Background: an optimization exercise with open tools, aiming at small area, a short achievable clock period and few clock cycles per item. Do not read the settings as production practice. Only simulation tests tie the RTL to the original design; equivalence was not proved. No activity file was given, so power comes from the tool's default toggle rates.

==> flow/design.v <==
package sparse_batch_accum_pkg;
  localparam int DATA_W = 8;
  localparam int RES_W  = 32;
  localparam int IDX_W  = 4;
  localparam int BATCH  = 32;
  function automatic int bw(input int v);
    if (v <= 2) begin
      bw = 1;
    end else begin
      bw = $clog2(v);
    end
  endfunction
  typedef enum logic [1:0] {
    ACCUM = 2'd0,
    FLUSH = 2'd1,
    DRAIN = 2'd2
  } state_t;
endpackage
module sparse_ks_add #(
  parameter int W = 16
) (
  input  logic [W-1:0] a,
  input  logic [W-1:0] b,
  output logic [W-1:0] sum,
  output logic         cout
);
  localparam int L = $clog2(W);
  logic [W-1:0] g [L+1];
  logic [W-1:0] p [L+1];
  assign g[0] = a & b;
  assign p[0] = a ^ b;
  for (genvar l = 0; l < L; l++) begin : g_lvl
    for (genvar i = 0; i < W; i++) begin : g_bit
      if (i >= (1 << l)) begin : g_op
        assign g[l+1][i] = g[l][i] | (p[l][i] & g[l][i-(1<<l)]);
        assign p[l+1][i] = p[l][i] & p[l][i-(1<<l)];
      end else begin : g_pass
        assign g[l+1][i] = g[l][i];
        assign p[l+1][i] = p[l][i];
      end
    end
  end
  assign sum  = p[0] ^ {g[L][W-2:0], 1'b0};
  assign cout = g[L][W-1];
endmodule
module sparse_mac_stage #(
  parameter int DATA_W = sparse_batch_accum_pkg::DATA_W,
  parameter int RES_W  = sparse_batch_accum_pkg::RES_W
) (
  input  logic [RES_W-1:0]          acc_rd,
  input  logic                      fwd,
  input  logic [RES_W-2*DATA_W-1:0] prev_top,
  input  logic                      prev_top_max,
  input  logic                      prev_top_min,
  input  logic [2*DATA_W-1:0]       prev_lo,
  input  logic                      prev_sat_p,
  input  logic                      prev_sat_n,
  input  logic [2*DATA_W-1:0]       prod,
  output logic [RES_W-2*DATA_W-1:0] res_hi,
  output logic                      res_h_max,
  output logic                      res_h_maxm1,
  output logic                      res_h_min,
  output logic                      res_h_minp1,
  output logic [2*DATA_W-1:0]       res_lo,
  output logic                      res_k,
  output logic                      res_sat_p,
  output logic                      res_sat_n,
  output logic                      ovf
);
  localparam int PW = 2*DATA_W;
  localparam int HW = RES_W - PW;
  localparam logic [HW-1:0] HI_MAX = {1'b0, {(HW-1){1'b1}}};
  localparam logic [HW-1:0] HI_MIN = {1'b1, {(HW-1){1'b0}}};
  logic [PW:0]   u_a, u_b, u_c;
  logic [HW-1:0] hi_a, hi_c;
  logic          ps, sel_a, sel_b, sel_c;
  logic          a_max, a_maxm1, a_min, a_minp1, b_max, b_maxm1, b_min, b_minp1;
  logic          ovf_pa, ovf_na, ovf_pb, ovf_nb, ovf_pc, ovf_nc;
  assign ps = prod[PW-1];
  sparse_ks_add #(.W(PW)) u_add_a (.a(acc_rd[PW-1:0]), .b(prod), .sum(u_a[PW-1:0]), .cout(u_a[PW]));
  assign hi_a    = acc_rd[RES_W-1:PW];
  assign a_max   = (hi_a == HI_MAX);
  assign a_maxm1 = (hi_a == HI_MAX - 1'b1);
  assign a_min   = (hi_a == HI_MIN);
  assign a_minp1 = (hi_a == HI_MIN + 1'b1);
  assign ovf_pa  = a_max & u_a[PW] & ~ps;
  assign ovf_na  = a_min & ~u_a[PW] & ps;
  sparse_ks_add #(.W(PW)) u_add_b (.a(prev_lo), .b(prod), .sum(u_b[PW-1:0]), .cout(u_b[PW]));
  assign b_max   = (prev_top == HI_MAX);
  assign b_maxm1 = (prev_top == HI_MAX - 1'b1);
  assign b_min   = (prev_top == HI_MIN);
  assign b_minp1 = (prev_top == HI_MIN + 1'b1);
  assign ovf_pb  = prev_top_max & u_b[PW] & ~ps;
  assign ovf_nb  = prev_top_min & ~u_b[PW] & ps;
  assign u_c    = prev_sat_p ? ({1'b0, {PW{1'b1}}} + {1'b0, prod}) : {1'b0, prod};
  assign hi_c   = prev_sat_p ? HI_MAX : HI_MIN;
  assign ovf_pc = prev_sat_p & u_c[PW] & ~ps;
  assign ovf_nc = prev_sat_n & ~u_c[PW] & ps;
  assign sel_a = ~fwd;
  assign sel_b = fwd & ~(prev_sat_p | prev_sat_n);
  assign sel_c = fwd & (prev_sat_p | prev_sat_n);
  always_comb begin
    res_hi      = ({HW{sel_a}} & hi_a) | ({HW{sel_b}} & prev_top) | ({HW{sel_c}} & hi_c);
    res_h_max   = (sel_a & a_max) | (sel_b & b_max) | (sel_c & prev_sat_p);
    res_h_maxm1 = (sel_a & a_maxm1) | (sel_b & b_maxm1);
    res_h_min   = (sel_a & a_min) | (sel_b & b_min) | (sel_c & prev_sat_n);
    res_h_minp1 = (sel_a & a_minp1) | (sel_b & b_minp1);
    res_lo      = ({PW{sel_a}} & u_a[PW-1:0]) | ({PW{sel_b}} & u_b[PW-1:0]) | ({PW{sel_c}} & u_c[PW-1:0]);
    res_k       = (sel_a & u_a[PW]) | (sel_b & u_b[PW]) | (sel_c & u_c[PW]);
    res_sat_p   = (sel_a & ovf_pa) | (sel_b & ovf_pb) | (sel_c & ovf_pc);
    res_sat_n   = (sel_a & ovf_na) | (sel_b & ovf_nb) | (sel_c & ovf_nc);
    ovf         = res_sat_p | res_sat_n;
  end
endmodule
module sparse_mul_pp (
  input  logic [7:0]  a,
  input  logic [7:0]  b,
  output logic [15:0] r0,
  output logic [15:0] r1,
  output logic [15:0] r2,
  output logic [15:0] r3
);
  logic ps1;
  logic pc2;
  logic ps3;
  logic pc4;
  logic ps5;
  logic pc6;
  logic ps7;
  logic pc8;
  logic ps9;
  logic pc10;
  logic ps11;
  logic pc12;
  logic ps13;
  logic pc14;
  logic ps15;
  logic pc16;
  logic ps17;
  logic pc18;
  logic ps19;
  logic pc20;
  logic ps21;
  logic pc22;
  logic ps23;
  logic pc24;
  logic ps25;
  logic pc26;
  logic ps27;
  logic pc28;
  logic ps29;
  logic pc30;
  logic ps31;
  logic pc32;
  logic ps33;
  logic pc34;
  logic ps35;
  logic pc36;
  logic ps37;
  logic pc38;
  logic ps39;
  logic pc40;
  assign ps1 = (a[0] & b[6]) ^ (a[1] & b[5]);
  assign pc2 = (a[0] & b[6]) & (a[1] & b[5]);
  assign ps3 = (~(a[0] & b[7])) ^ (a[1] & b[6]) ^ (a[2] & b[5]);
  assign pc4 = ((~(a[0] & b[7])) & (a[1] & b[6])) | ((~(a[0] & b[7])) & (a[2] & b[5])) | ((a[1] & b[6]) & (a[2] & b[5]));
  assign ps5 = (a[3] & b[4]) ^ (a[4] & b[3]);
  assign pc6 = (a[3] & b[4]) & (a[4] & b[3]);
  assign ps7 = (~(a[1] & b[7])) ^ (a[2] & b[6]) ^ (a[3] & b[5]);
  assign pc8 = ((~(a[1] & b[7])) & (a[2] & b[6])) | ((~(a[1] & b[7])) & (a[3] & b[5])) | ((a[2] & b[6]) & (a[3] & b[5]));
  assign ps9 = (a[4] & b[4]) ^ (a[5] & b[3]) ^ (a[6] & b[2]);
  assign pc10 = ((a[4] & b[4]) & (a[5] & b[3])) | ((a[4] & b[4]) & (a[6] & b[2])) | ((a[5] & b[3]) & (a[6] & b[2]));
  assign ps11 = (~(a[2] & b[7])) ^ (a[3] & b[6]) ^ (a[4] & b[5]);
  assign pc12 = ((~(a[2] & b[7])) & (a[3] & b[6])) | ((~(a[2] & b[7])) & (a[4] & b[5])) | ((a[3] & b[6]) & (a[4] & b[5]));
  assign ps13 = (a[0] & b[4]) ^ (a[1] & b[3]);
  assign pc14 = (a[0] & b[4]) & (a[1] & b[3]);
  assign ps15 = (a[0] & b[5]) ^ (a[1] & b[4]) ^ (a[2] & b[3]);
  assign pc16 = ((a[0] & b[5]) & (a[1] & b[4])) | ((a[0] & b[5]) & (a[2] & b[3])) | ((a[1] & b[4]) & (a[2] & b[3]));
  assign ps17 = (a[3] & b[2]) ^ (a[4] & b[1]);
  assign pc18 = (a[3] & b[2]) & (a[4] & b[1]);
  assign ps19 = (a[2] & b[4]) ^ (a[3] & b[3]) ^ (a[4] & b[2]);
  assign pc20 = ((a[2] & b[4]) & (a[3] & b[3])) | ((a[2] & b[4]) & (a[4] & b[2])) | ((a[3] & b[3]) & (a[4] & b[2]));
  assign ps21 = (a[5] & b[1]) ^ (a[6] & b[0]) ^ ps1;
  assign pc22 = ((a[5] & b[1]) & (a[6] & b[0])) | ((a[5] & b[1]) & ps1) | ((a[6] & b[0]) & ps1);
  assign ps23 = (a[5] & b[2]) ^ (a[6] & b[1]) ^ (~(a[7] & b[0]));
  assign pc24 = ((a[5] & b[2]) & (a[6] & b[1])) | ((a[5] & b[2]) & (~(a[7] & b[0]))) | ((a[6] & b[1]) & (~(a[7] & b[0])));
  assign ps25 = ps3 ^ ps5 ^ pc2;
  assign pc26 = (ps3 & ps5) | (ps3 & pc2) | (ps5 & pc2);
  assign ps27 = (~(a[7] & b[1])) ^ 1'b1 ^ ps7;
  assign pc28 = ((~(a[7] & b[1])) & 1'b1) | ((~(a[7] & b[1])) & ps7) | (1'b1 & ps7);
  assign ps29 = ps9 ^ pc4 ^ pc6;
  assign pc30 = (ps9 & pc4) | (ps9 & pc6) | (pc4 & pc6);
  assign ps31 = (a[5] & b[4]) ^ (a[6] & b[3]) ^ (~(a[7] & b[2]));
  assign pc32 = ((a[5] & b[4]) & (a[6] & b[3])) | ((a[5] & b[4]) & (~(a[7] & b[2]))) | ((a[6] & b[3]) & (~(a[7] & b[2])));
  assign ps33 = ps11 ^ pc8 ^ pc10;
  assign pc34 = (ps11 & pc8) | (ps11 & pc10) | (pc8 & pc10);
  assign ps35 = (~(a[3] & b[7])) ^ (a[4] & b[6]) ^ (a[5] & b[5]);
  assign pc36 = ((~(a[3] & b[7])) & (a[4] & b[6])) | ((~(a[3] & b[7])) & (a[5] & b[5])) | ((a[4] & b[6]) & (a[5] & b[5]));
  assign ps37 = (a[6] & b[4]) ^ (~(a[7] & b[3])) ^ pc12;
  assign pc38 = ((a[6] & b[4]) & (~(a[7] & b[3]))) | ((a[6] & b[4]) & pc12) | ((~(a[7] & b[3])) & pc12);
  assign ps39 = (~(a[4] & b[7])) ^ (a[5] & b[6]) ^ (a[6] & b[5]);
  assign pc40 = ((~(a[4] & b[7])) & (a[5] & b[6])) | ((~(a[4] & b[7])) & (a[6] & b[5])) | ((a[5] & b[6]) & (a[6] & b[5]));
  assign r0[0] = (a[0] & b[0]);
  assign r0[1] = (a[0] & b[1]);
  assign r0[2] = (a[0] & b[2]);
  assign r0[3] = (a[0] & b[3]);
  assign r0[4] = (a[2] & b[2]);
  assign r0[5] = (a[5] & b[0]);
  assign r0[6] = ps19;
  assign r0[7] = ps23;
  assign r0[8] = ps27;
  assign r0[9] = ps31;
  assign r0[10] = ps35;
  assign r0[11] = (~(a[7] & b[4]));
  assign r0[12] = (~(a[5] & b[7]));
  assign r0[13] = (~(a[6] & b[7]));
  assign r0[14] = (a[7] & b[7]);
  assign r0[15] = 1'b1;
  assign r1[0] = 1'b0;
  assign r1[1] = (a[1] & b[0]);
  assign r1[2] = (a[1] & b[1]);
  assign r1[3] = (a[1] & b[2]);
  assign r1[4] = (a[3] & b[1]);
  assign r1[5] = ps15;
  assign r1[6] = ps21;
  assign r1[7] = ps25;
  assign r1[8] = ps29;
  assign r1[9] = ps33;
  assign r1[10] = ps37;
  assign r1[11] = ps39;
  assign r1[12] = (a[6] & b[6]);
  assign r1[13] = (~(a[7] & b[6]));
  assign r1[14] = 1'b0;
  assign r1[15] = 1'b0;
  assign r2[0] = 1'b0;
  assign r2[1] = 1'b0;
  assign r2[2] = (a[2] & b[0]);
  assign r2[3] = (a[2] & b[1]);
  assign r2[4] = (a[4] & b[0]);
  assign r2[5] = ps17;
  assign r2[6] = pc16;
  assign r2[7] = pc20;
  assign r2[8] = pc24;
  assign r2[9] = pc28;
  assign r2[10] = pc32;
  assign r2[11] = pc36;
  assign r2[12] = (~(a[7] & b[5]));
  assign r2[13] = 1'b0;
  assign r2[14] = 1'b0;
  assign r2[15] = 1'b0;
  assign r3[0] = 1'b0;
  assign r3[1] = 1'b0;
  assign r3[2] = 1'b0;
  assign r3[3] = (a[3] & b[0]);
  assign r3[4] = ps13;
  assign r3[5] = pc14;
  assign r3[6] = pc18;
  assign r3[7] = pc22;
  assign r3[8] = pc26;
  assign r3[9] = pc30;
  assign r3[10] = pc34;
  assign r3[11] = pc38;
  assign r3[12] = pc40;
  assign r3[13] = 1'b0;
  assign r3[14] = 1'b0;
  assign r3[15] = 1'b0;
endmodule
module sparse_mul_fin (
  input  logic [15:0] r0,
  input  logic [15:0] r1,
  input  logic [15:0] r2,
  input  logic [15:0] r3,
  output logic [15:0] x0,
  output logic [15:0] x1
);
  logic fs1;
  logic fc2;
  logic fs3;
  logic fc4;
  logic fs5;
  logic fc6;
  logic fs7;
  logic fc8;
  logic fs9;
  logic fc10;
  logic fs11;
  logic fc12;
  logic fs13;
  logic fc14;
  logic fs15;
  logic fc16;
  logic fs17;
  logic fc18;
  logic fs19;
  logic fc20;
  logic fs21;
  logic fc22;
  logic fs23;
  logic fc24;
  logic fs25;
  logic fc26;
  logic fs27;
  logic fc28;
  logic fs29;
  logic fc30;
  logic fs31;
  logic fc32;
  logic fs33;
  logic fc34;
  logic fs35;
  logic fc36;
  logic fs37;
  logic fc38;
  logic fs39;
  logic fc40;
  logic fs41;
  logic fc42;
  logic fs43;
  logic fc44;
  assign fs1 = r0[3] ^ r1[3];
  assign fc2 = r0[3] & r1[3];
  assign fs3 = r0[4] ^ r1[4] ^ r2[4];
  assign fc4 = (r0[4] & r1[4]) | (r0[4] & r2[4]) | (r1[4] & r2[4]);
  assign fs5 = r0[5] ^ r1[5] ^ r2[5];
  assign fc6 = (r0[5] & r1[5]) | (r0[5] & r2[5]) | (r1[5] & r2[5]);
  assign fs7 = r0[6] ^ r1[6] ^ r2[6];
  assign fc8 = (r0[6] & r1[6]) | (r0[6] & r2[6]) | (r1[6] & r2[6]);
  assign fs9 = r0[7] ^ r1[7] ^ r2[7];
  assign fc10 = (r0[7] & r1[7]) | (r0[7] & r2[7]) | (r1[7] & r2[7]);
  assign fs11 = r0[8] ^ r1[8] ^ r2[8];
  assign fc12 = (r0[8] & r1[8]) | (r0[8] & r2[8]) | (r1[8] & r2[8]);
  assign fs13 = r0[9] ^ r1[9] ^ r2[9];
  assign fc14 = (r0[9] & r1[9]) | (r0[9] & r2[9]) | (r1[9] & r2[9]);
  assign fs15 = r0[10] ^ r1[10] ^ r2[10];
  assign fc16 = (r0[10] & r1[10]) | (r0[10] & r2[10]) | (r1[10] & r2[10]);
  assign fs17 = r0[11] ^ r1[11] ^ r2[11];
  assign fc18 = (r0[11] & r1[11]) | (r0[11] & r2[11]) | (r1[11] & r2[11]);
  assign fs19 = r0[12] ^ r1[12] ^ r2[12];
  assign fc20 = (r0[12] & r1[12]) | (r0[12] & r2[12]) | (r1[12] & r2[12]);
  assign fs21 = r0[2] ^ r1[2];
  assign fc22 = r0[2] & r1[2];
  assign fs23 = r2[3] ^ r3[3] ^ fs1;
  assign fc24 = (r2[3] & r3[3]) | (r2[3] & fs1) | (r3[3] & fs1);
  assign fs25 = r3[4] ^ fs3 ^ fc2;
  assign fc26 = (r3[4] & fs3) | (r3[4] & fc2) | (fs3 & fc2);
  assign fs27 = r3[5] ^ fs5 ^ fc4;
  assign fc28 = (r3[5] & fs5) | (r3[5] & fc4) | (fs5 & fc4);
  assign fs29 = r3[6] ^ fs7 ^ fc6;
  assign fc30 = (r3[6] & fs7) | (r3[6] & fc6) | (fs7 & fc6);
  assign fs31 = r3[7] ^ fs9 ^ fc8;
  assign fc32 = (r3[7] & fs9) | (r3[7] & fc8) | (fs9 & fc8);
  assign fs33 = r3[8] ^ fs11 ^ fc10;
  assign fc34 = (r3[8] & fs11) | (r3[8] & fc10) | (fs11 & fc10);
  assign fs35 = r3[9] ^ fs13 ^ fc12;
  assign fc36 = (r3[9] & fs13) | (r3[9] & fc12) | (fs13 & fc12);
  assign fs37 = r3[10] ^ fs15 ^ fc14;
  assign fc38 = (r3[10] & fs15) | (r3[10] & fc14) | (fs15 & fc14);
  assign fs39 = r3[11] ^ fs17 ^ fc16;
  assign fc40 = (r3[11] & fs17) | (r3[11] & fc16) | (fs17 & fc16);
  assign fs41 = r3[12] ^ fs19 ^ fc18;
  assign fc42 = (r3[12] & fs19) | (r3[12] & fc18) | (fs19 & fc18);
  assign fs43 = r0[13] ^ r1[13] ^ fc20;
  assign fc44 = (r0[13] & r1[13]) | (r0[13] & fc20) | (r1[13] & fc20);
  assign x0[0] = r0[0];
  assign x1[0] = 1'b0;
  assign x0[1] = r0[1];
  assign x1[1] = r1[1];
  assign x0[2] = r2[2];
  assign x1[2] = fs21;
  assign x0[3] = fs23;
  assign x1[3] = fc22;
  assign x0[4] = fs25;
  assign x1[4] = fc24;
  assign x0[5] = fs27;
  assign x1[5] = fc26;
  assign x0[6] = fs29;
  assign x1[6] = fc28;
  assign x0[7] = fs31;
  assign x1[7] = fc30;
  assign x0[8] = fs33;
  assign x1[8] = fc32;
  assign x0[9] = fs35;
  assign x1[9] = fc34;
  assign x0[10] = fs37;
  assign x1[10] = fc36;
  assign x0[11] = fs39;
  assign x1[11] = fc38;
  assign x0[12] = fs41;
  assign x1[12] = fc40;
  assign x0[13] = fs43;
  assign x1[13] = fc42;
  assign x0[14] = r0[14];
  assign x1[14] = fc44;
  assign x0[15] = r0[15];
  assign x1[15] = 1'b0;
endmodule
module sparse_batch_accum #(
  parameter int DATA_W = sparse_batch_accum_pkg::DATA_W,
  parameter int RES_W  = sparse_batch_accum_pkg::RES_W,
  parameter int IDX_W  = sparse_batch_accum_pkg::IDX_W,
  parameter int BATCH  = sparse_batch_accum_pkg::BATCH
) (
  input  logic              clk,
  input  logic              rst,
  input  logic              in_valid,
  output logic              in_ready,
  input  logic [DATA_W-1:0] in_data,
  input  logic [DATA_W-1:0] in_weight,
  input  logic [IDX_W-1:0]  in_idx,
  input  logic              in_last,
  output logic              out_valid,
  input  logic              out_ready,
  output logic [RES_W-1:0]  out_data,
  output logic [IDX_W-1:0]  out_idx,
  output logic              out_last,
  output logic [sparse_batch_accum_pkg::bw(BATCH+1)-1:0] sample_cnt
  , output logic            sat_flag
);
  localparam int NACC  = 2**IDX_W;
  localparam int CNT_W = sparse_batch_accum_pkg::bw(BATCH+1);
  localparam int PW    = 2*DATA_W;
  localparam int HW    = RES_W - PW;
  typedef enum logic [2:0] {
    ACCUM = 3'd0,
    WAIT1 = 3'd1,
    WAIT2 = 3'd2,
    LOAD  = 3'd3,
    DRAIN = 3'd4
  } st_t;
  st_t                state, state_nxt;
  logic               accept, handshake, done;
  logic               last_sample;
  logic               i_valid;
  logic [IDX_W-1:0]   i_idx;
  logic [PW-1:0]      i_r0, i_r1, i_r2, i_r3, pp_r0, pp_r1, pp_r2, pp_r3;
  logic               m_valid;
  logic [IDX_W-1:0]   m_idx, m_idx_nxt;
  logic [PW-1:0]      m_x0, m_x1, fin_x0, fin_x1;
  logic [PW-1:0]      prod;
  logic               prod_cout;
  logic               s1_valid;
  logic [IDX_W-1:0]   s1_idx;
  logic [PW-1:0]      s1_prod;
  logic [RES_W-1:0]   s1_acc, s1_out;
  logic               s1_fwd;
  logic               s1_load;
  logic               s2_valid;
  logic [IDX_W-1:0]   s2_idx;
  logic [HW-1:0]      s2_hi, s2_top;
  logic [PW-1:0]      s2_lo;
  logic               s2_k, s2_s;
  logic               s2_h_max, s2_h_maxm1, s2_h_min, s2_h_minp1;
  logic               s2_top_max, s2_top_min;
  logic [RES_W-1:0]   s2_res;
  logic               s2_sat_p, s2_sat_n;
  logic [RES_W-1:0]   acc [NACC];
  logic [NACC-1:0]    acc_vld;
  logic [RES_W-1:0]   rd_val;
  logic [HW-1:0]      add_hi;
  logic [PW-1:0]      add_lo;
  logic               add_h_max, add_h_maxm1, add_h_min, add_h_minp1;
  logic               add_k, add_sat_p, add_sat_n, add_ovf;
  assign accept    = in_valid & in_ready;
  assign handshake = out_valid & out_ready;
  assign done      = handshake & out_last;
  assign last_sample = (sample_cnt == CNT_W'(BATCH - 1));
  always_comb begin
    state_nxt = state;
    m_idx_nxt = i_idx;
    case (state)
      ACCUM: begin
        if (accept && in_last && last_sample) state_nxt = WAIT1;
      end
      WAIT1: begin
        state_nxt = WAIT2;
      end
      WAIT2: begin
        state_nxt = LOAD;
        m_idx_nxt = '0;
      end
      LOAD: begin
        if (s1_valid && (s1_idx == '0)) begin
          m_idx_nxt = '0;
        end else begin
          state_nxt = DRAIN;
          m_idx_nxt = IDX_W'(1);
        end
      end
      DRAIN: begin
        m_idx_nxt = handshake ? m_idx + 1'b1 : m_idx;
        if (done) state_nxt = ACCUM;
      end
      default: begin
        state_nxt = ACCUM;
      end
    endcase
  end
  always_ff @(posedge clk or posedge rst) begin
    if (rst) begin
      state      <= ACCUM;
      in_ready   <= 1'b0;
      out_valid  <= 1'b0;
      sample_cnt <= '0;
      i_valid    <= 1'b0;
      m_valid    <= 1'b0;
      s1_valid   <= 1'b0;
      s2_valid   <= 1'b0;
      acc_vld    <= '0;
    end else begin
      state     <= state_nxt;
      in_ready  <= (state_nxt == ACCUM);
      out_valid <= (state_nxt == DRAIN);
      if (done) begin
        sample_cnt <= '0;
      end else if (accept && in_last) begin
        sample_cnt <= sample_cnt + 1'b1;
      end
      i_valid  <= accept;
      m_valid  <= i_valid;
      s1_valid <= m_valid;
      s2_valid <= s1_valid;
      if (done) begin
        acc_vld <= '0;
      end else if (s2_valid) begin
        acc_vld[s2_idx] <= 1'b1;
      end
    end
  end
  always_ff @(posedge clk) begin
    if (state != DRAIN) begin
      out_idx  <= '0;
      out_last <= 1'b0;
    end else if (handshake) begin
      out_idx  <= out_idx + 1'b1;
      out_last <= (out_idx == IDX_W'(NACC - 2));
    end
  end
  always_ff @(posedge clk or posedge rst) begin
    if (rst) begin
      sat_flag <= 1'b0;
    end else if (done) begin
      sat_flag <= 1'b0;
    end else if (s1_valid && add_ovf) begin
      sat_flag <= 1'b1;
    end
  end
  sparse_mul_pp u_pp (
    .a(in_data), .b(in_weight), .r0(pp_r0), .r1(pp_r1), .r2(pp_r2), .r3(pp_r3)
  );
  always_ff @(posedge clk) begin
    i_idx <= in_idx;
    i_r0  <= pp_r0;
    i_r1  <= pp_r1;
    i_r2  <= pp_r2;
    i_r3  <= pp_r3;
  end
  sparse_mul_fin u_fin (.r0(i_r0), .r1(i_r1), .r2(i_r2), .r3(i_r3), .x0(fin_x0), .x1(fin_x1));
  always_ff @(posedge clk) begin
    m_idx <= m_idx_nxt;
    m_x0  <= fin_x0;
    m_x1  <= fin_x1;
  end
  sparse_ks_add #(.W(PW)) u_cpa (.a(m_x0), .b(m_x1), .sum(prod), .cout(prod_cout));
  always_comb begin
    if (s2_valid && (s2_idx == m_idx)) begin
      rd_val = s2_res;
    end else if (acc_vld[m_idx]) begin
      rd_val = acc[m_idx];
    end else begin
      rd_val = '0;
    end
  end
  assign s1_load = (state != DRAIN) | out_ready;
  always_ff @(posedge clk) begin
    s1_idx  <= m_idx;
    s1_prod <= prod;
    s1_fwd  <= s1_valid & (s1_idx == m_idx);
    s1_acc  <= rd_val;
    if (s1_load) begin
      s1_out <= rd_val;
    end
  end
  assign out_data = s1_out;
  assign s2_top_max = (s2_h_max & (s2_k == s2_s)) | (s2_h_maxm1 & s2_k & ~s2_s);
  assign s2_top_min = (s2_h_min & (s2_k == s2_s)) | (s2_h_minp1 & s2_s & ~s2_k);
  sparse_mac_stage #(.DATA_W(DATA_W), .RES_W(RES_W)) u_mac (
    .acc_rd(s1_acc), .fwd(s1_fwd), .prev_top(s2_top), .prev_top_max(s2_top_max),
    .prev_top_min(s2_top_min), .prev_lo(s2_lo), .prev_sat_p(s2_sat_p), .prev_sat_n(s2_sat_n),
    .prod(s1_prod), .res_hi(add_hi), .res_h_max(add_h_max), .res_h_maxm1(add_h_maxm1),
    .res_h_min(add_h_min), .res_h_minp1(add_h_minp1), .res_lo(add_lo), .res_k(add_k),
    .res_sat_p(add_sat_p), .res_sat_n(add_sat_n), .ovf(add_ovf)
  );
  always_ff @(posedge clk) begin
    s2_idx     <= s1_idx;
    s2_hi      <= add_hi;
    s2_h_max   <= add_h_max;
    s2_h_maxm1 <= add_h_maxm1;
    s2_h_min   <= add_h_min;
    s2_h_minp1 <= add_h_minp1;
    s2_lo      <= add_lo;
    s2_k       <= add_k;
    s2_s       <= s1_prod[PW-1];
    s2_sat_p   <= add_sat_p;
    s2_sat_n   <= add_sat_n;
  end
  always_comb begin
    if (s2_k && !s2_s) begin
      s2_top = s2_hi + 1'b1;
    end else if (s2_s && !s2_k) begin
      s2_top = s2_hi - 1'b1;
    end else begin
      s2_top = s2_hi;
    end
  end
  always_comb begin
    if (s2_sat_p) begin
      s2_res = {1'b0, {(RES_W-1){1'b1}}};
    end else if (s2_sat_n) begin
      s2_res = {1'b1, {(RES_W-1){1'b0}}};
    end else begin
      s2_res = {s2_top, s2_lo};
    end
  end
  always_ff @(posedge clk) begin
    if (s2_valid) begin
      acc[s2_idx] <= s2_res;
    end
  end
endmodule
==> flow/run.sh <==
#!/bin/bash
# synth_recipe.tcl (not shown) runs the flow's synth.tcl, then flattens the netlist and writes it again
# the make line also repeats each setting of config.mk as NAME=value (left out here)
make -C /OpenROAD-flow-scripts/flow DESIGN_CONFIG=/design/flow/config.mk WORK_HOME=/design/flow/orfs CLKGATE_MAP_FILE= SYNTH_SCRIPT=/design/flow/synth_recipe.tcl finish
==> flow/config.mk <==
export PLATFORM = sky130hd
export DESIGN_NAME = sparse_batch_accum
export DESIGN_NICKNAME = sparse_batch_accum
export VERILOG_FILES = /design/flow/design.v
export SDC_FILE = /design/flow/constraint.sdc
export NUM_CORES = 4
export LEC_CHECK = 0
export CAP_MARGIN = 20
export CORE_MARGIN = 2
export CORE_UTILIZATION = 55
export CTS_CLUSTER_DIAMETER = 80
export CTS_CLUSTER_SIZE = 25
export SETUP_SLACK_MARGIN = 5
export SLEW_MARGIN = 20
==> flow/constraint.sdc <==
create_clock -name core_clock -period 8.0 [get_ports {clk}]
set_input_delay 1.6000 -clock core_clock [delete_from_list [all_inputs] [get_ports {clk}]]
set_output_delay 1.6000 -clock core_clock [all_outputs]
set_load 0.01 [all_outputs]
==> results list, run 1 <==
* Status: no timing/DRC/antenna violations
- Highest attainable clock frequency: 0.3372 GHz
- Drt drc: 0
- Starting DRC count in detailed routing: 1398
- Global routing used 25.79% of the available tracks.
- Synth Area in Compound Gates: 4.949%
- Of the cells placed in the final design, the portion with a size suffix greater than 1 is 16.69%.
* Share of Yosys cell area claimed by the top area cell type: 52.41%
- The number of max-slew violations in the final report came to 0.
* HPWL after DPL: 44.30 mm
- Clock skew: 16.06 ps
- Die span in x: 242.9 um
- The synthesized design contains 768 register bits.
- Sequential cells were found to cover 66.94% of the synthesized design area.
- Detail-routed net length per standard cell: 26.51 um
- Summing all flip-flop and latch instances after layout gives 21040 um2.
- In this run the worst path has a maximum fanout of 1.
* Post-synth EDFFs: 548
- Power spread over the standard cell area amounts to 388.1 nW/um2.
- The number of global-route vias before repair was 17220.
* Layout Cells excl Fill: 2823
* Row count: 87
* Main flop type after synthesis: edfxtp_1
* GR Overflow Total: 0
- The clock tree synthesis step divided the H-tree into 2 levels.
- Setup violations remaining at the end of the flow were counted as 0.
- Clock tree synthesis selected as its root buffer the cell clkbuf_16.
* Top area cells in the synthesized netlist: edfxtp_1 (52%), dfxtp_1 (12%), mux4_2 (12%)
- After synthesis, the share of flip-flops with an asynchronous set or reset is 4.167%.
- By startpoint and endpoint, the worst setup path is classified as reg2out.
- CP max stage delay: 490 ps
* Number of buffers and inverters on the critical path: 1
* CP Data Arrival Time: 1370 ps
- Final setup TNS: 0 ps
- The number of antenna violations at the first check in global routing was 0.
* Transition at the pin with the smallest max-transition slack: 993.4 ps
- Filler cell count in the final layout: 4317
- Combined area of the multi-input logic cells: 9973 um2
- Area growth from synthesis to layout: 10.09%
* DRT Wirelength: 74.84 mm
- IO Count: 71
- The critical path goes through clkdlybuf4s15_1.
* Number of detailed-routing iterations run before antenna repair: 5
- Across all layers, the routed design uses 17050 vias.
- TritonCTS buffer count: 39
- First-pass GRT wire length: 111.7 mm
* Die Area: 59020 um2
- The tool flagged a number of max-cap violations equal to 0.
- The biggest area contributor in the post-synthesis netlist is edfxtp_1.
- Final core area utilization: 61.31%
* Starting density of the core: 55.69%
* Mean number of vias per cell: 6.038
- Net Count, Synth: 2090
* Number of input and output port buffers inserted: 70
- Endpoint class of the critical path: output pin
* Largest net degree at the start of global routing: 72
- edfxtp_1 is the most common cell in the netlist.
- The worst hold path belongs to the class reg2reg.
- Dominant combinational cell family by area after synthesis: multiplexers
- Top Family by Delay on Critical Path: flip-flops
- Number of nets still failing antenna checks after routing: 0
- Worst-path cell with the longest stage delay: edfxtp_1
- Mux contribution to synthesized area: 12.31%
- The cell area that synthesis handed to floorplanning was 31400 um2.
- Simple-gate share of the synthesized area: 6.531%
- At the later pin of the worst-skew pair, clock insertion delay measures 600 ps.
* Final #Nets: 2171
- Total of warnings raised by yosys: 5
- LEAKAGE: 12.02 nW
- Share of the clock period used by the worst path after layout: 37.07%
- TritonCTS built the clock tree.
* Max_slew headroom: 33.77%
* Most frequent cells after synthesis: edfxtp_1 (548), dfxtp_1 (188), mux4_2 (165), nor2_1 (108), inv_1 (85)
- The number of different library cells used by synthesis comes to 71.
* Synthesized area divided by synthesized cell count: 16.02 um2
* Die extent in y: 242.9 um
* Clock tree buffer depth: 3
- Clock-pin slew was measured on the worst setup and hold paths at 100 ps.
- Core Region: 56390 um2
- For this design, the sink count on the clock tree is 768.
- Of the total synthesized cell area, the portion taken by XOR and XNOR cells is 2.172%.
- Data required time of the worst path: 6400 ps
- RSZ-0062 raised after global routing: no
- The number of placed instances, taps included, is 2735.
- Ant diodes: 0
- Element type at the critical path start: flop
- Peak supply drop: 0.0002639 V
* Adder-Cell Fraction of Synth Area: 5.092%
- Post-layout minimum cycle time: 2965 ps
- Hold Violations, Final: 0
- Synthesized instance count: 1960
- Last weighted congestion value of the routability-driven placer: 0.8226
-- sequential cells by signal, indices dropped and copies added (netlist names), 6 cells and up, named ones only --
register / count
s1_acc: 32
i_r1: 12
m_x0: 15
i_r0: 15
i_r3: 10
acc: 512
s1_out: 32
s2_lo: 16
i_r2: 10
s1_prod: 16
acc_vld: 16
sample_cnt: 6
s2_hi: 16
m_x1: 14
-- timing repair --
item                                    CTS  global route
pin swaps                                 0             3
cloned                                    0             0
hold buffers                              0             0
resized for setup                       106            15
endpoints found under the setup margin  201           151
hold endpoints to repair                  0             0
buffers inserted                          6            15
-- report_power, final --
| group | switching, mW | internal, mW | leakage [nW] |
|---|---|---|---|
| registers | 0.613 | 5.42 | 6.92 |
| logic | 2.93 | 2.20 | 4.53 |
| clock network | 1.26 | 0.996 | 0.583 |
-- path summary, 6_finish.rpt --
| kind | from | end | slack (ps) | cells past startpoint |
|---|---|---|---|---|
| worst max-delay path | s1_out[3]$_DFFE_PP_ | out_data[3] | 5030 | 1 |
| worst min-delay path | fin_x1[1]$_DFF_P_ | m_x1[1]$_DFF_P_ | 330 | 0 |
| worst max register to register | s1_prod[2]$_DFF_P_ | sat_flag$_DFFE_PP0P_ | 5150 | 9 |
| worst min register to register | fin_x1[1]$_DFF_P_ | m_x1[1]$_DFF_P_ | 330 | 0 |
| max in group asynchronous | rst | m_valid$_DFF_PP0_ | 6290 | 3 |
| min in group asynchronous | rst | acc_vld[8]$_DFFE_PP0P_ | 1400 | 3 |
-- cell type report --
cell class              instances  area share [%]
clock buffers                  58           3.210
multi-input cells            1026           28.85
repair buffers                120           3.124
inverters                      86          0.9447
clock inverters                 9          0.2823
well taps                     756           2.736
flip-flops and latches        768           60.85
-- layer usage --
metal  GRT usage, %  up-vias  wire length, um
met5              0        -                0
met3          2.687      100             3288
li1               -     7627                -
met2          45.06      448            38330
met4          7.705        0             2127
met1          34.49     8870            31090
-- layout by cell type, fill, tap and decap left out, types with 8 or more instances in the layout --
cell / netlist / final
nand3_1: 62 / 61
clkbuf_1: 55 / 15
buf_2: 2 / 9
a211oi_1: 13 / 13
xnor2_1: 45 / 44
clkbuf_16: 0 / 41
a21oi_1: 83 / 82
nand2_1: 78 / 78
buf_4: 1 / 44
nor2_4: 0 / 13
ha_1: 67 / 66
and2_1: 44 / 44
dfxtp_1: 188 / 180
nand2b_1: 11 / 11
inv_1: 85 / 84
edfxtp_1: 548 / 548
a21o_1: 12 / 12
dfrtp_1: 32 / 32
nor2_1: 108 / 92
nor2b_1: 8 / 8
a31oi_1: 20 / 19
nor4_1: 10 / 10
mux4_2: 165 / 165
fa_1: 38 / 38
dlygate4sd2_1: 0 / 27
nand4_1: 12 / 12
nor3_1: 32 / 28
o21ai_0: 64 / 62
o22ai_1: 8 / 8
xor2_1: 31 / 31
clkdlybuf4s50_1: 0 / 22
-- logic make-up after synthesis --
family	count (synthesis)
mux	179
compound gates	256
fa+ha+maj	105
buf+inv	166
xor+xnor	77
flops	768
simple gates	409
-- per-stage QoR --
step           hold slack, ps  total power, mW  instance area (um2)  setup slack, ps
6_report                334.7            13.42                34570             5035
4_1_cts                 335.8            13.42                34390             4995
3_3_place_gp            314.3            11.08                33110             4186
2_1_floorplan           309.6            9.400                31420             5082
3_5_place_dp            314.3            11.18                33110             4149
5_1_grt                 339.4            14.14                34570             5002
Testbench counts, summed over its fixed seeds: cycles 5,258, items 4,650.
==> run 2, diff against run 1 <==
==> flow/flow/run.sh (new file) <==
#!/bin/bash
set -euo pipefail
bash standard.sh SETUP_SLACK_MARGIN=5.5 finish > flow_standard.log 2>&1
==> flow/standard.sh (new file) <==
#!/bin/bash
# synth_recipe.tcl (not shown) runs the flow's synth.tcl, then flattens the netlist and writes it again
# the make line also repeats each setting of config.mk as NAME=value (left out here)
make -C /OpenROAD-flow-scripts/flow DESIGN_CONFIG=/design/flow/config.mk WORK_HOME=/design/flow/orfs CLKGATE_MAP_FILE= SYNTH_SCRIPT=/design/flow/synth_recipe.tcl "${@:-finish}"
removed: flow/run.sh
==> run 2 against run 1 <==
Wire length is 1.6% higher. Global-route usage is essentially flat. Synthesized cell count unchanged. First-iteration DRC count fell by 1.0%. Largest power group unchanged. Die area unchanged. Clock power barely moved. Still clean on timing, DRC and antenna. Sequential share of layout area is 1.4 points lower. Clock skew grew 6.9 ps. Sequential power is 1% lower. Final area up 2.4%.
==> results list, run 2 <==
- Top area cells in the synthesized netlist: edfxtp_1 (52%), dfxtp_1 (12%), mux4_2 (12%) (unchanged).
- Combinational fraction of design power: 40.9% (was 38.3%)
* Top Family by Delay on Critical Path: flip-flops (unchanged)
* Biggest register: acc (unchanged)
- Netlist Area Pre-Place: 31400 um2 (unchanged)
* Fraction of final layout cells with drive strength greater than 1: 24.44% (was 16.69%)
- The post-detailed-route count of antenna-violating nets came to 0 (unchanged).
- H-tree depth: 2 (unchanged)
- The global routing usage on met2 came to 43.50% (was 45.06%).
* Met3 demand-to-capacity share in global routing: 3.107% (was 2.687%)
- Area growth from synthesis to layout: 12.77% (was 10.09%)
- Synthesized instance count: 1960 (unchanged)
- TritonCTS buffer count: 40 (was 39)
- The top cell type by total area after synthesis is edfxtp_1 (unchanged).
* Clock tree buffer depth: 3 (unchanged)
* Core Region: 56390 um2 (unchanged)
* Leading cell type in the layout, fill and taps excluded: edfxtp_1 (unchanged)
- Largest registers in the final layout: acc (512), s1_acc (32), s1_out (32) (unchanged)
- The area of all sequential standard cells is 21070 um2 (was 21040 um2).
- Synthesized area divided by synthesized cell count: 16.02 um2 (unchanged)
- The number of DRC violations after detailed-routing iteration 0 came to 1384 (was 1398).
* Clock tree root buffer cell: clkbuf_16 (unchanged)
- The setup TNS is 0 ps (unchanged).
- The number of max-slew violations in the final report is 0 (unchanged).
- Die span in x: 242.9 um (unchanged)
* Number of detailed-routing iterations run before antenna repair: 5 (unchanged)
- The part of the total power dissipated in the clock network is 16.3% (was 16.8%).
* Worst-path cell with the longest stage delay: edfxtp_1 (unchanged)
- Sinks on the clock net: 768 (unchanged)
- Number of setup violations in the final report: 0 (unchanged)
* Mean number of vias per cell: 6.059 (was 6.038)
- The number of fillers in the final layout is 4226 (was 4317).
- The wire length of the first global-routing pass is 111.8 mm (was 111.7 mm).
- Post-synth EDFFs: 548 (unchanged)
- The height of the chip came to 242.9 um (unchanged).
* CP Data Arrival Time: 1260 ps (was 1370 ps)
- The detailed placer's ending HPWL is 42.59 mm (was 44.30 mm).
* Ant diodes: 0 (unchanged)
* Overall power after layout: 13.94 mW (was 13.42 mW)
- Total of warnings raised by yosys: 5 (unchanged)
- Worst reg2reg setup slack: 5400 ps (was 5150 ps)
- Max-cap check violation count: 0 (unchanged)
- Share of the clock period used by the worst path after layout: 35.75% (was 37.07%)
- The power per unit of standard cell area was 393.7 nW/um2 (was 388.1 nW/um2).
* Status: no timing/DRC/antenna violations (unchanged)
* Detail-routed net length per standard cell: 26.51 um (about the same)
* Biggest fanout along the worst timing path: 1 (unchanged)
- Synth Register Bits: 768 (unchanged)
* Post-layout minimum cycle time: 2860 ps (was 2965 ps)
- Layout Cells excl Fill: 2867 (was 2823)
* Row count: 87 (unchanged)
- Final #Nets: 2211 (was 2171)
- The share of the synthesized area in the top cell type was 52.41% (unchanged).
* IO Count: 71 (unchanged)
* CP max stage delay: 490 ps (about the same)
- GR peak layer: met2 (unchanged)
* GR Overflow Total: 0 (unchanged)
- Max_slew headroom: 37.08% (was 33.77%)
- The cell-internal power is 8.932 mW (was 8.614 mW).
* Peak supply drop: 0.0002693 V (was 0.0002639 V)
* LEAKAGE: 12.36 nW (was 12.02 nW)
- Cell-by-cell trace of the critical path: buf_2 (was clkdlybuf4s15_1)
- The number of global-route vias before repair is 17440 (was 17220).
- The type of the worst min-delay path is reg2reg (unchanged).
- Most frequent cells after synthesis: edfxtp_1 (548), dfxtp_1 (188), mux4_2 (165), nor2_1 (108), inv_1 (85) (unchanged)
* Post-placement setup slack: 4477 ps (was 4149 ps)
* Final WS setup: 5140 ps (was 5035 ps)
- The net switching power figure was 5.011 mW (was 4.803 mW).
* Highest attainable clock frequency: 0.3496 GHz (was 0.3372 GHz)
* Most common cell in the synthesized netlist: edfxtp_1 (unchanged)
- Top library cells by usage in the layout, fill and taps aside: edfxtp_1 (548), mux4_2 (165), dfxtp_1 (161) (was edfxtp_1 (548), dfxtp_1 (180), mux4_2 (165)).
- The proportion of synthesized chip area in sequential cells came to 66.94% (unchanged).
- Data required time of the worst path: 6400 ps (about the same)
- The met1 track utilization from global routing is 35.92% (was 34.49%).
* DRT Wirelength: 76.01 mm (was 74.84 mm)
- Last weighted congestion value of the routability-driven placer: 0.8463 (was 0.8226)
- Combined area of the multi-input logic cells: 10390 um2 (was 9973 um2)
- Element type at the critical path start: flop (unchanged)
- Die Area: 59020 um2 (unchanged)
- Hold Violations, Final: 0 (unchanged)
- Number of input and output port buffers inserted: 70 (unchanged)
- Proportion of register bits with asynchronous set or reset after synthesis: 4.167% (unchanged)
* Endpoint class of the critical path: output pin (unchanged)
- Drt drc: 0 (unchanged)
- Vias: 17370 (was 17050)
* Transition at the pin with the smallest max-transition slack: 943.8 ps (was 993.4 ps)
* Main flop type after synthesis: edfxtp_1 (unchanged)
* Antenna violations before repair: 1 (was 0)
- Setup Crit Path Kind: reg2out (unchanged)
* RSZ-0062 raised after global routing: yes (was no)
- Number of buffers and inverters on the critical path: 1 (unchanged)
- The number of flip-flops in the largest register is 512 (unchanged).
- Yosys cell types: 71 (unchanged)
* Register share of total power: 42.8% (was 44.9%)
* CTS clk-pin slew, worst paths: 100 ps (about the same)
* Starting density of the core: 55.69% (unchanged)
* Clock skew: 22.95 ps (was 16.06 ps)
* Net Count, Synth: 2090 (unchanged)
- The pin count of the biggest net entering global routing was 63 (was 72).
- Placed instance count: 2736 (was 2735)
* Switching fraction of total power: 35.94% (was 35.80%)
- TritonCTS clock tree: built (unchanged)
* Tot GR Track Use: 25.80% (was 25.79%)
- Clock latency at the later pin of the worst-skew pair: 590 ps (was 600 ps)
## run 2: routing by layer
metal  part of all wire [%]  vias up
met5                  0.017        -
li1                       -     7732
met1                     42     9056
met3                    5.1       97
met4                    2.6        2
met2                     50      485
## run 2: power groups by stage
stage | clock, mW | combinational [mW] | sequential [mW]
finish | 2.27 | 5.70 | 5.97
global route | 2.46 | 6.18 | 6.02
CTS | 2.33 | 5.48 | 5.95
detailed placement | 0 | 5.05 | 6.10
global placement | 0 | 4.97 | 6.09
floorplan | 0 | 3.64 | 5.79
## run 2: worst paths after layout
check                                      from                        end  cells past startpoint
hold reg to reg                 m_x0[0]$_DFF_P_         s1_prod[0]$_DFF_P_                      0
max in group asynchronous                   rst  sample_cnt[4]$_DFFE_PP0P_                      3
setup reg to reg               s2_hi[7]$_DFF_P_           s2_h_max$_DFF_P_                      9
min in group asynchronous                   rst     acc_vld[9]$_DFFE_PP0P_                      3
setup / recovery           s1_out[14]$_DFFE_PP_               out_data[14]                      1
hold / removal                  m_x0[0]$_DFF_P_         s1_prod[0]$_DFF_P_                      0
## run 2: final cells by class
| type | instances | share of cell area, % |
|---|---|---|
| sequential | 768 | 59.49 |
| inverter | 86 | 0.9293 |
| tap | 756 | 2.671 |
| timing repair buffer | 159 | 4.088 |
| multi-input combinational | 1026 | 29.34 |
| clock inverter | 12 | 0.3533 |
| clock buffer | 60 | 3.127 |
## run 2: repair_timing
action / in CTS / in global routing
hold buffers: 0 / 0
pin swaps: 20 / 39
setup endpoints to repair: 437 / 227
gates cloned: 4 / 3
buffers inserted: 38 / 14
resized for setup: 330 / 84
## run 2: kinds of logic (layout without fill, tap and decap cells)
| logic type | count (synthesis) | after routing | share of synthesized area (%) |
|---|---|---|---|
| flops | 768 | 768 | 66.94 |
| simple gates | 409 | 409 | 6.531 |
| compound gates | 256 | 256 | 4.949 |
| mux | 179 | 179 | 12.31 |
| buf+inv | 166 | 317 | 2.004 |
| fa+ha+maj | 105 | 105 | 5.092 |
| xor+xnor | 77 | 77 | 2.172 |
## run 2: stage by stage
stage / hold WS, ps / instance area [um2] / util, %
2_1_floorplan: 309.6 / 31570 / -
3_3_place_gp: 314.0 / 33180 / 58.84
3_5_place_dp: 314.3 / 33180 / 58.84
4_1_cts: 330.8 / 35030 / 62.12
5_1_grt: 344.7 / 35410 / 62.80
6_report: 328.6 / 35410 / 62.80
## run 2: worst register-to-register path: stages (launching register included)
cell and delay, ps:
dfxtp_4 350, or3_4 380, or4_4 430, or4_4 440, o21ai_4 90, xor2_2 160
buf_4 140, and4b_2 240, a31oi_1 150, o21ai_1 90
==> run 3, diff against run 2 <==
--- a/flow/config.mk
+++ b/flow/config.mk
@@ -8,5 +8,5 @@
 export CAP_MARGIN = 20
 export CORE_MARGIN = 2
-export CORE_UTILIZATION = 55
+export CORE_UTILIZATION = 70
 export CTS_CLUSTER_DIAMETER = 80
 export CTS_CLUSTER_SIZE = 25
==> run 3 against run 2 <==
Setup slack lost 35 ps. Clock power shrank 3%. Count of clock-buffer cells in the layout grew 1. Total power grew 6.5%. Die area shrank 21%. Synthesized area is the same. Global-route usage grew 9.5 points. Core utilization grew 18 points. Combinational power grew 16%. Final area grew 1.4%. Flip-flop and latch count is the same.
==> results list, run 3 <==
- Starting DRC count in detailed routing: 2389 (was 1384)
- The number of flip-flops in the largest register came to 512 (unchanged).
* Tot GR Track Use: 35.28% (was 25.80%)
- Share of Yosys cell area claimed by the top area cell type: 52.41% (unchanged)
* Biggest fanout along the worst timing path: 1 (unchanged)
- The minimum clock period is 2895 ps (was 2860 ps).
* GR Overflow Total: 0 (unchanged)
- The height of the chip came to 215.8 um (was 242.9 um).
- Fraction of final layout cells with drive strength greater than 1: 28.25% (was 24.44%)
- Status: no timing/DRC/antenna violations (unchanged)
- Most frequent cells after synthesis: edfxtp_1 (548), dfxtp_1 (188), mux4_2 (165), nor2_1 (108), inv_1 (85) (unchanged)
- Max_slew headroom: 26.14% (was 37.08%)
* Number of global-route vias before repair: 18620 (was 17440)
- Number of buffers and inverters on the critical path: 1 (unchanged)
- The per-instance average area after synthesis was 16.02 um2 (unchanged).
- The static leakage is 12.53 nW (was 12.36 nW).
- Part of the Yosys area used for sequential elements: 66.94% (unchanged)
* Die Area: 46570 um2 (was 59020 um2)
- Final setup TNS: 0 ps (unchanged)
- The total number of vias was 18540 (was 17370).
* Yosys cell types: 71 (unchanged)
- Largest net degree at the start of global routing: 80 (was 63)
- Placed instance count: 2568 (was 2736)
* Worst-path cell with the longest stage delay: edfxtp_1 (unchanged)
- The startpoint of the worst register-to-register path is m_idx[0]$_DFFE_PN_ (was s2_hi[7]$_DFF_P_).
- HPWL after DPL: 42.71 mm (was 42.59 mm)
- CTS clk-pin slew, worst paths: 100 ps (about the same)
- Starting density of the core: 71.01% (was 55.69%)
* Top cell type by total area after synthesis: edfxtp_1 (unchanged)
- The beginning of the worst hold path was i_r0[14]$_DFF_P_ (was m_x0[0]$_DFF_P_).
* Synthesized instance count: 1960 (unchanged)
- Max-cap check violation count: 0 (unchanged)
- The main flop type after synthesis is edfxtp_1 (unchanged).
- Top area cells in the synthesized netlist: edfxtp_1 (52%), dfxtp_1 (12%), mux4_2 (12%) (unchanged).
* Top Family by Delay on Critical Path: flip-flops (unchanged)
* Row count: 77 (was 87)
* Data required time of the worst path: 6400 ps (about the same)
* IO Count: 71 (unchanged)
- Final #Nets: 2220 (was 2211)
- Detail-routed net length per standard cell: 30.63 um (was 26.51 um)
- The area of all sequential standard cells was 21070 um2 (about the same).
* Power Density: 413.4 nW/um2 (was 393.7 nW/um2)
- Peak supply drop: 0.0004489 V (was 0.0002693 V)
- The cell with the most instances after synthesis is edfxtp_1 (unchanged).
* RSZ-0062 raised after global routing: yes (unchanged)
- The number of remaining DRC errors is 0 (unchanged).
- Endpoint class of the critical path: output pin (unchanged)
- The number of synthesized flops with an enable pin came to 548 (unchanged).
- Number of detailed-routing iterations run before antenna repair: 5 (unchanged)
- The horizontal extent of the die is 215.8 um (was 242.9 um).
- The final number of hold-violating endpoints was 0 (unchanged).
* Share of the clock period used by the worst path after layout: 36.19% (was 35.75%)
- Startpoint of the worst setup timing path: s1_out[15]$_DFFE_PP_ (was s1_out[14]$_DFFE_PP_)
- Synth Register Bits: 768 (unchanged)
- Transition at the pin with the smallest max-transition slack: 1108 ps (was 943.8 ps)
* Clock tree buffer depth: 3 (unchanged)
* Core Region: 44220 um2 (was 56390 um2)
- The register ranked first by flip-flop count is acc (unchanged).
- Mean number of vias per cell: 6.841 (was 6.059)
* Clock skew: 24.25 ps (was 22.95 ps)
- The number of sinks handled by clock tree synthesis is 768 (unchanged).
* Antenna violations before repair: 1 (unchanged)
- Net Count, Synth: 2090 (unchanged)
* Top library cells by usage in the layout, fill and taps aside: edfxtp_1 (548), mux4_2 (165), dfxtp_1 (163) (was edfxtp_1 (548), mux4_2 (165), dfxtp_1 (161))
* TritonCTS buffer count: 38 (was 40)
- The final count of negative-setup-slack endpoints came to 0 (unchanged).
- Last weighted congestion value of the routability-driven placer: 0.9149 (was 0.8463)
* TritonCTS clock tree: built (unchanged)
- Cell-by-cell trace of the critical path: buf_2 (unchanged).
- The number of fillers in the final layout was 2211 (was 4226).
- The post-synthesis instance area came to 31400 um2 (unchanged).
- The number of I/O port buffers came to 70 (unchanged).
- The share of flip-flops with an asynchronous set or reset is 4.167% (unchanged).
* Combined area of the multi-input logic cells: 11030 um2 (was 10390 um2)
* Clock tree root buffer cell: clkbuf_16 (unchanged)
- The kind of launch point of the worst setup path is a flop (unchanged).
* Total of warnings raised by yosys: 5 (unchanged)
* Setup Crit Path Kind: reg2out (unchanged)
* CP Data Arrival Time: 1290 ps (was 1260 ps)
- Clock latency at the later pin of the worst-skew pair: 600 ps (was 590 ps)
* Highest attainable clock frequency: 0.3454 GHz (was 0.3496 GHz)
- The most common cell after layout, fill and taps aside is edfxtp_1 (unchanged).
* CP max stage delay: 500 ps (was 490 ps)
* H-tree depth: 2 (unchanged)
- The wire length of the first global-routing pass is 118.1 mm (was 111.8 mm).
- Largest registers in the final layout: acc (512), s1_acc (32), s1_out (32) (unchanged)
- Layout Cells excl Fill: 2710 (was 2867)
- The internal reg-to-reg setup slack was 5300 ps (was 5400 ps).
- Count of final max-slew check failures: 0 (unchanged)
- DRT Wirelength: 83.00 mm (was 76.01 mm)
- The type of the worst min-delay path was reg2reg (unchanged).
- Area growth from synthesis to layout: 14.37% (was 12.77%)
* Number of nets still failing antenna checks after routing: 0 (unchanged)
-- run 3: layout make-up --
| class | count | share of cell area (%) |
|---|---|---|
| antenna | 1 | 0.006968 |
| clock buffer | 61 | 3.007 |
| clock inverter | 6 | 0.2021 |
| inverter | 86 | 0.9616 |
| multi-input combinational | 1027 | 30.72 |
| sequential | 768 | 58.68 |
| tap | 592 | 2.063 |
| timing repair buffer | 169 | 4.359 |
-- run 3: what timing repair did --
item / in CTS / in global routing
resized for setup: 399 / 171
setup buffers: 53 / 16
setup endpoints to repair: 490 / 384
hold buffers: 0 / 0
pin swaps: 26 / 36
gates cloned: 5 / 0
-- run 3: power breakdown --
group	internal [mW]	switching [mW]	leakage, nW
Sequential	5.42	0.627	6.92
Combinational	2.92	3.67	5.07
Clock	0.958	1.24	0.544
Total	9.30	5.54	12.5
-- run 3: path summary, 6_finish.rpt --
kind                                   endpoint  cells after the start
max reg2reg                s1_out[21]$_DFFE_PP_                      7
max                                out_data[15]                      1
min in group asynchronous    state[0]$_DFF_PP0_                      3
min                            m_x0[14]$_DFF_P_                      0
min reg2reg                    m_x0[14]$_DFF_P_                      0
max in group asynchronous    s2_valid$_DFF_PP0_                      3
-- run 3: cells by family after synthesis --
kind of cell             synth area share [%]
AO/OA/AOI/OAI                           4.949
XOR/XNOR                                2.172
adder cells (fa/ha/maj)                 5.092
buffers and inverters                   2.004
flip-flops                              66.94
multiplexers                            12.31
AND/OR/NAND/NOR                         6.531
-- run 3: through the flow --
stage | setup slack (ps) | hold WS, ps | area (um2) | utilization [%] | power, mW
after floorplan | 5199 | 309.6 | 31570 | - | 9.432
final | 5105 | 338.0 | 35910 | 81.21 | 14.84
after detailed placement | 4478 | 317.1 | 32950 | 74.50 | 11.07
after CTS | 5100 | 339.6 | 35130 | 79.44 | 14.00
after global placement | 4549 | 313.6 | 32950 | 74.50 | 10.90
after global routing | 5094 | 347.9 | 35910 | 81.20 | 15.37
-- run 3: routing by layer --
metal	routed length [um]	part of all wire [%]	GRT usage (%)
met2	42120	51	59.25
met4	4578	5.5	18.28
met5	0	0	0
met3	8010	9.7	6.554
met1	28300	34	44.44
==> run 4, diff against run 3 <==
--- a/flow/design.v
+++ b/flow/design.v
@@ -425,6 +425,7 @@
     WAIT1 = 3'd1,
     WAIT2 = 3'd2,
-    LOAD  = 3'd3,
-    DRAIN = 3'd4
+    LOAD1 = 3'd3,
+    LOAD2 = 3'd4,
+    DRAIN = 3'd5
   } st_t;
   st_t                state, state_nxt;
@@ -442,7 +443,8 @@
   logic [IDX_W-1:0]   s1_idx;
   logic [PW-1:0]      s1_prod;
-  logic [RES_W-1:0]   s1_acc, s1_out;
+  logic [RES_W-1:0]   s1_acc;
   logic               s1_fwd;
   logic               s1_load;
+  logic               draining, mac_fwd;
   logic               s2_valid;
   logic [IDX_W-1:0]   s2_idx;
@@ -476,15 +478,19 @@
       end
       WAIT2: begin
-        state_nxt = LOAD;
+        state_nxt = LOAD1;
         m_idx_nxt = '0;
       end
-      LOAD: begin
+      LOAD1: begin
         if (s1_valid && (s1_idx == '0)) begin
           m_idx_nxt = '0;
         end else begin
-          state_nxt = DRAIN;
+          state_nxt = LOAD2;
           m_idx_nxt = IDX_W'(1);
         end
       end
+      LOAD2: begin
+        state_nxt = DRAIN;
+        m_idx_nxt = IDX_W'(2);
+      end
       DRAIN: begin
         m_idx_nxt = handshake ? m_idx + 1'b1 : m_idx;
@@ -574,16 +580,17 @@
   always_ff @(posedge clk) begin
     s1_idx  <= m_idx;
-    s1_prod <= prod;
+    s1_prod <= m_valid ? prod : '0;
     s1_fwd  <= s1_valid & (s1_idx == m_idx);
-    s1_acc  <= rd_val;
     if (s1_load) begin
-      s1_out <= rd_val;
+      s1_acc <= rd_val;
     end
   end
-  assign out_data = s1_out;
+  assign draining = (state == DRAIN);
+  assign mac_fwd  = draining ? ~out_ready : s1_fwd;
+  assign out_data = {s2_hi, s2_lo};
   assign s2_top_max = (s2_h_max & (s2_k == s2_s)) | (s2_h_maxm1 & s2_k & ~s2_s);
   assign s2_top_min = (s2_h_min & (s2_k == s2_s)) | (s2_h_minp1 & s2_s & ~s2_k);
   sparse_mac_stage #(.DATA_W(DATA_W), .RES_W(RES_W)) u_mac (
-    .acc_rd(s1_acc), .fwd(s1_fwd), .prev_top(s2_top), .prev_top_max(s2_top_max),
+    .acc_rd(s1_acc), .fwd(mac_fwd), .prev_top(s2_top), .prev_top_max(s2_top_max),
     .prev_top_min(s2_top_min), .prev_lo(s2_lo), .prev_sat_p(s2_sat_p), .prev_sat_n(s2_sat_n),
     .prod(s1_prod), .res_hi(add_hi), .res_h_max(add_h_max), .res_h_maxm1(add_h_maxm1),
--- a/flow/config.mk
+++ b/flow/config.mk
@@ -8,5 +8,5 @@
 export CAP_MARGIN = 20
 export CORE_MARGIN = 2
-export CORE_UTILIZATION = 70
+export CORE_UTILIZATION = 55
 export CTS_CLUSTER_DIAMETER = 80
 export CTS_CLUSTER_SIZE = 25
==> run 4 against run 3 <==
Synthesized cell count down 0.66%. Combinational power fell by 18%. Wire length fell by 8.1%. Setup slack better by 140 ps. Clock skew down 6.0 ps. Flip-flop and latch count fell by 32. Final area decreased by 0.83%. Fmax rose by 5.0%. Largest cell class unchanged.
==> results list, run 4 <==
- Power Density: 371.0 nW/um2 (was 413.4 nW/um2)
- Antenna violations before repair: 3 (was 1)
- Cell depth of the worst flop-to-flop path: 10 (was 7)
- Transition at the pin with the smallest max-transition slack: 884.6 ps (was 1108 ps)
- The number of remaining DRC errors was 0 (unchanged).
- The hold path endpoint is m_x1[1]$_DFF_P_ (was m_x0[14]$_DFF_P_).
- Number of input and output port buffers inserted: 70 (unchanged)
- The proportion of total power due to net switching is 35.74% (was 37.33%).
- Largest net degree at the start of global routing: 65 (was 80)
* GR Overflow Total: 0 (unchanged)
- Netlist Area Pre-Place: 30790 um2 (was 31400 um2)
* Highest attainable clock frequency: 0.3628 GHz (was 0.3454 GHz)
* LEAKAGE: 12.42 nW (was 12.53 nW)
- The worst path required time is 6400 ps (about the same).
* Share of the clock period used by the worst path after layout: 34.46% (was 36.19%)
- The placer congestion estimate came to 0.8660 (was 0.9149).
- Tot GR Track Use: 26.32% (was 35.28%)
- Part of the Yosys area used for sequential elements: 66.18% (was 66.94%)
* Hold Buf Count CTS: 0 (unchanged)
* Die Area: 57900 um2 (was 46570 um2)
* Hold_sp: fin_x1[1]$_DFF_P_ (was i_r0[14]$_DFF_P_)
* Clock tree root buffer cell: clkbuf_16 (unchanged)
- CP max stage delay: 430 ps (was 500 ps)
- The net count of the mapped netlist is 2077 (was 2090).
- Top library cells by usage in the layout, fill and taps aside: edfxtp_1 (548), mux4_2 (166), buf_4 (112) (was edfxtp_1 (548), mux4_2 (165), dfxtp_1 (163)).
- Startpoint of the most critical register-to-register path: s2_s$_DFF_P_ (was m_idx[0]$_DFFE_PN_)
* Die span in x: 240.6 um (was 215.8 um)
- The part of the total power dissipated in the clock network was 16.1% (was 14.8%).
- The number of max-slew violations in the final report was 0 (unchanged).
- The wire length of the first global-routing pass came to 110.4 mm (was 118.1 mm).
* Combinational fraction of design power: 40.8% (was 44.4%)
* Endpoint class of the critical path: output pin (unchanged)
- The detailed placer's ending HPWL is 42.22 mm (was 42.71 mm).
- Main flop type after synthesis: edfxtp_1 (unchanged)
- The cell with the largest stage delay on the worst path is dfrtp_1 (was edfxtp_1).
- Detail-routed net length per standard cell: 26.44 um (was 30.63 um)
- Clock tree buffer depth: 3 (unchanged)
* Total of warnings raised by yosys: 5 (unchanged)
- The number of sinks handled by clock tree synthesis is 736 (was 768).
* Status: no timing/DRC/antenna violations (unchanged)
* Element type at the critical path start: flop (unchanged)
- Class of the tightest hold or removal check: reg2reg (unchanged)
- Starting DRC count in detailed routing: 1494 (was 2389)
- Synth Register Bits: 736 (was 768)
- The worst slew margin relative to its limit was 41.03% (was 26.14%).
- Row count: 86 (was 77)
- Most frequent cells after synthesis: edfxtp_1 (548), mux4_2 (165), dfxtp_1 (156), nor2_1 (110), nand2_1 (89) (was edfxtp_1 (548), dfxtp_1 (188), mux4_2 (165), nor2_1 (108), inv_1 (85)).
- The path type of the worst setup path was reg2out (unchanged).
* Cell Area, Placed: 32520 um2 (was 32950 um2)
- The final number of hold-violating endpoints was 0 (unchanged).
* Final setup TNS: 0 ps (unchanged)
- The share of the synthesized area in the top cell type is 53.44% (was 52.41%).
- Number of global-route vias before repair: 17440 (was 18620)
- Biggest fanout along the worst timing path: 2 (was 1)
* Final #Nets: 2249 (was 2220)
* Top Family by Delay on Critical Path: flip-flops (unchanged)
- The final count of negative-setup-slack endpoints came to 0 (unchanged).
- The share of flip-flops with an asynchronous set or reset was 4.348% (was 4.167%).
- The clock tree from TritonCTS was built (unchanged).
- Top area cells in the synthesized netlist: edfxtp_1 (53%), mux4_2 (12%), dfxtp_1 (10%) (was edfxtp_1 (52%), dfxtp_1 (12%), mux4_2 (12%)).
- Fraction of final layout cells with drive strength greater than 1: 29.01% (was 28.25%)
* TritonCTS buffer count: 38 (unchanged)
* Biggest register: acc (unchanged)
- The minimum clock period came to 2756 ps (was 2895 ps).
* Peak supply drop: 0.0003373 V (was 0.0004489 V)
* H-tree depth: 2 (unchanged)
- Critical R2R Capture: s2_h_minp1$_DFF_P_ (was s1_out[21]$_DFFE_PP_)
- Starting density of the core: 55.79% (was 71.01%)
* Yosys cell types: 71 (unchanged)
- Clock skew: 18.27 ps (was 24.25 ps)
- Largest registers in the final layout: acc (512), s1_acc (32) (was acc (512), s1_acc (32), s1_out (32)).
- Post-synth EDFFs: 548 (unchanged)
* Worst hold margin: 333.7 ps (was 338.0 ps)
- Internal cell power: 8.490 mW (was 9.303 mW)
- The count of buffer and inverter cells on the critical path came to 1 (unchanged).
- Largest register FFs: 512 (unchanged)
- The via density per instance was 6.106 (was 6.841).
- Die extent in y: 240.6 um (was 215.8 um)
- The clock transition at the registers of the reported paths came to 100 ps (about the same).
- Core Region: 55200 um2 (was 44220 um2)
- The part of the total power dissipated in sequential elements is 43.1% (was 40.8%).
- The layout overhead on the synthesized area was 15.65% (was 14.37%).
- The clock network latency to the later pin of the worst-skew pair came to 590 ps (was 600 ps).
- The total number of vias was 17620 (was 18540).
* CP Data Arrival Time: 1160 ps (was 1290 ps)
- RSZ-0062 raised after global routing: yes (unchanged).
* Leading cell type in the layout, fill and taps excluded: edfxtp_1 (unchanged)
- The final instance area is 35610 um2 (was 35910 um2).
- The instance count along the most critical hold path came to 0 (unchanged).
- The first-pass iteration count of the detailed router came to 5 (unchanged).
- Synthesized instance count: 1947 (was 1960)
* DRT Wirelength: 76.31 mm (was 83.00 mm)
- IO Count: 71 (unchanged)
- The cell with the most instances after synthesis was edfxtp_1 (unchanged).
- The net switching power figure is 4.722 mW (was 5.542 mW).
- Number of nets still failing antenna checks after routing: 0 (unchanged)
* Synthesized area divided by synthesized cell count: 15.82 um2 (was 16.02 um2)
* Worst reg2reg setup slack: 5340 ps (was 5300 ps)
- Top cell type by total area after synthesis: edfxtp_1 (unchanged)
- The number of maximum-capacitance violations was 0 (unchanged).
- Cell-by-cell trace of the critical path: buf_6 (was buf_2).
-- run 4: changes by cell type in the layout (fill, tap and decap cells not counted), moves of 8 or more --
cell / before / now
dfxtp_1: 163 / 106
buf_4: 72 / 112
o21ai_0: 26 / 66
dfxtp_4: 8 / 38
buf_6: 26 / 52
nand3_1: 27 / 52
buf_2: 40 / 16
nand3_4: 24 / 2
clkbuf_1: 21 / 4
o21ai_4: 16 / 1
o21ai_2: 18 / 8
nand3_2: 11 / 2
a21oi_1: 69 / 61
nand2_1: 76 / 84
-- run 4: timing repair --
action	in CTS	in global routing
cloned	7	4
pin swaps	32	44
setup buffers	74	36
setup endpoints to repair	461	410
resized for setup	454	110
endpoints found under the hold margin	0	0
-- run 4: final cells by class --
| cell class | instances | area [um2] |
|---|---|---|
| flip-flops and latches | 736 | 20540 |
| fillers | 4031 | 19590 |
| multi-input cells | 1045 | 10670 |
| repair buffers | 207 | 1968 |
| clock buffers | 43 | 991.0 |
| well taps | 748 | 935.9 |
| inverters | 89 | 360.3 |
| clock inverters | 12 | 123.9 |
| repair inverters | 2 | 13.76 |
| diodes | 4 | 10.01 |
-- run 4: kinds of logic after synthesis --
family | share of synthesized area [%]
AO/OA/AOI/OAI | 5.132
flip-flops | 66.18
adder cells (fa/ha/maj) | 5.193
AND/OR/NAND/NOR | 6.903
XOR/XNOR | 2.133
multiplexers | 12.35
buffers and inverters | 2.113
-- run 4: per-stage QoR --
step / cells / setup slack (ps) / total power [mW] / utilization, %
2_1_floorplan: 1947 / 4667 / 8.653 / -
3_3_place_gp: 2706 / 3542 / 10.16 / 58.91
3_5_place_dp: 2706 / 3387 / 10.25 / 58.91
4_1_cts: 2842 / 5211 / 12.94 / 63.13
5_1_grt: 2882 / 5189 / 13.85 / 64.50
6_report: 2886 / 5244 / 13.21 / 64.52
-- run 4: worst max path at each step --
stage,slack [ps],endpoint,cells past startpoint,start
2_1_floorplan,4670,s2_h_min$_DFF_P_,7,out_ready
5_1_grt,5190,s2_h_minp1$_DFF_P_,11,s2_s$_DFF_P_
3_3_place_gp,3540,sat_flag$_DFFE_PP0P_,7,out_ready
4_1_cts,5210,sat_flag,1,sat_flag$_DFFE_PP0P_
6_report,5240,sat_flag,1,sat_flag$_DFFE_PP0P_
3_5_place_dp,3390,sat_flag$_DFFE_PP0P_,7,out_ready
-- run 4: metal layers --
metal | global-route usage, % | part of all wire [%] | vias up
li1 | - | - | 7789
met5 | 0 | 0.013 | -
met3 | 3.489 | 6.2 | 124
met4 | 7.943 | 2.9 | 2
met2 | 44.37 | 50 | 559
met1 | 36.10 | 41 | 9147
-- run 4: power groups by stage --
| stage | logic [mW] | registers [mW] | clock network (mW) |
|---|---|---|---|
| floorplan | 3.14 | 5.52 | 0 |
| global placement | 4.30 | 5.85 | 0 |
| detailed placement | 4.39 | 5.87 | 0 |
| CTS | 5.08 | 5.69 | 2.17 |
| global route | 5.82 | 5.73 | 2.29 |
| finish | 5.39 | 5.69 | 2.13 |
Testbench counts of run 4, summed over its fixed seeds: cycles 5,290, items 4,650.

[separate check: timing with driven ports]
In the flow no input, the clock included, has a driving cell. The finished layouts below were timed again as built, in two steps. Step 1, drivers: a clkbuf_16 drives clk and a buf_2 each remaining input, both assumed. Step 2, shift: input delay + t, output delay - t, t = (earliest + latest rising clock arrival at the registers) / 2. This alone moves slack from input paths to output paths. a / b / c = ideal ports / drivers / drivers and shift; a / b = the first two.
| run | t, ns | slack for setup (ns) |
|---|---|---|
| run 1 | 0.655 | 5.035 / 4.973 / 4.450 |
| run 2 | 0.642 | 5.140 / 5.077 / 4.910 |
| run 3 | 0.649 | 5.105 / 5.046 / 4.911 |
| run 4 | 0.640 | 5.244 / 5.182 / 4.629 |
After both steps every run listed still meets setup and hold.
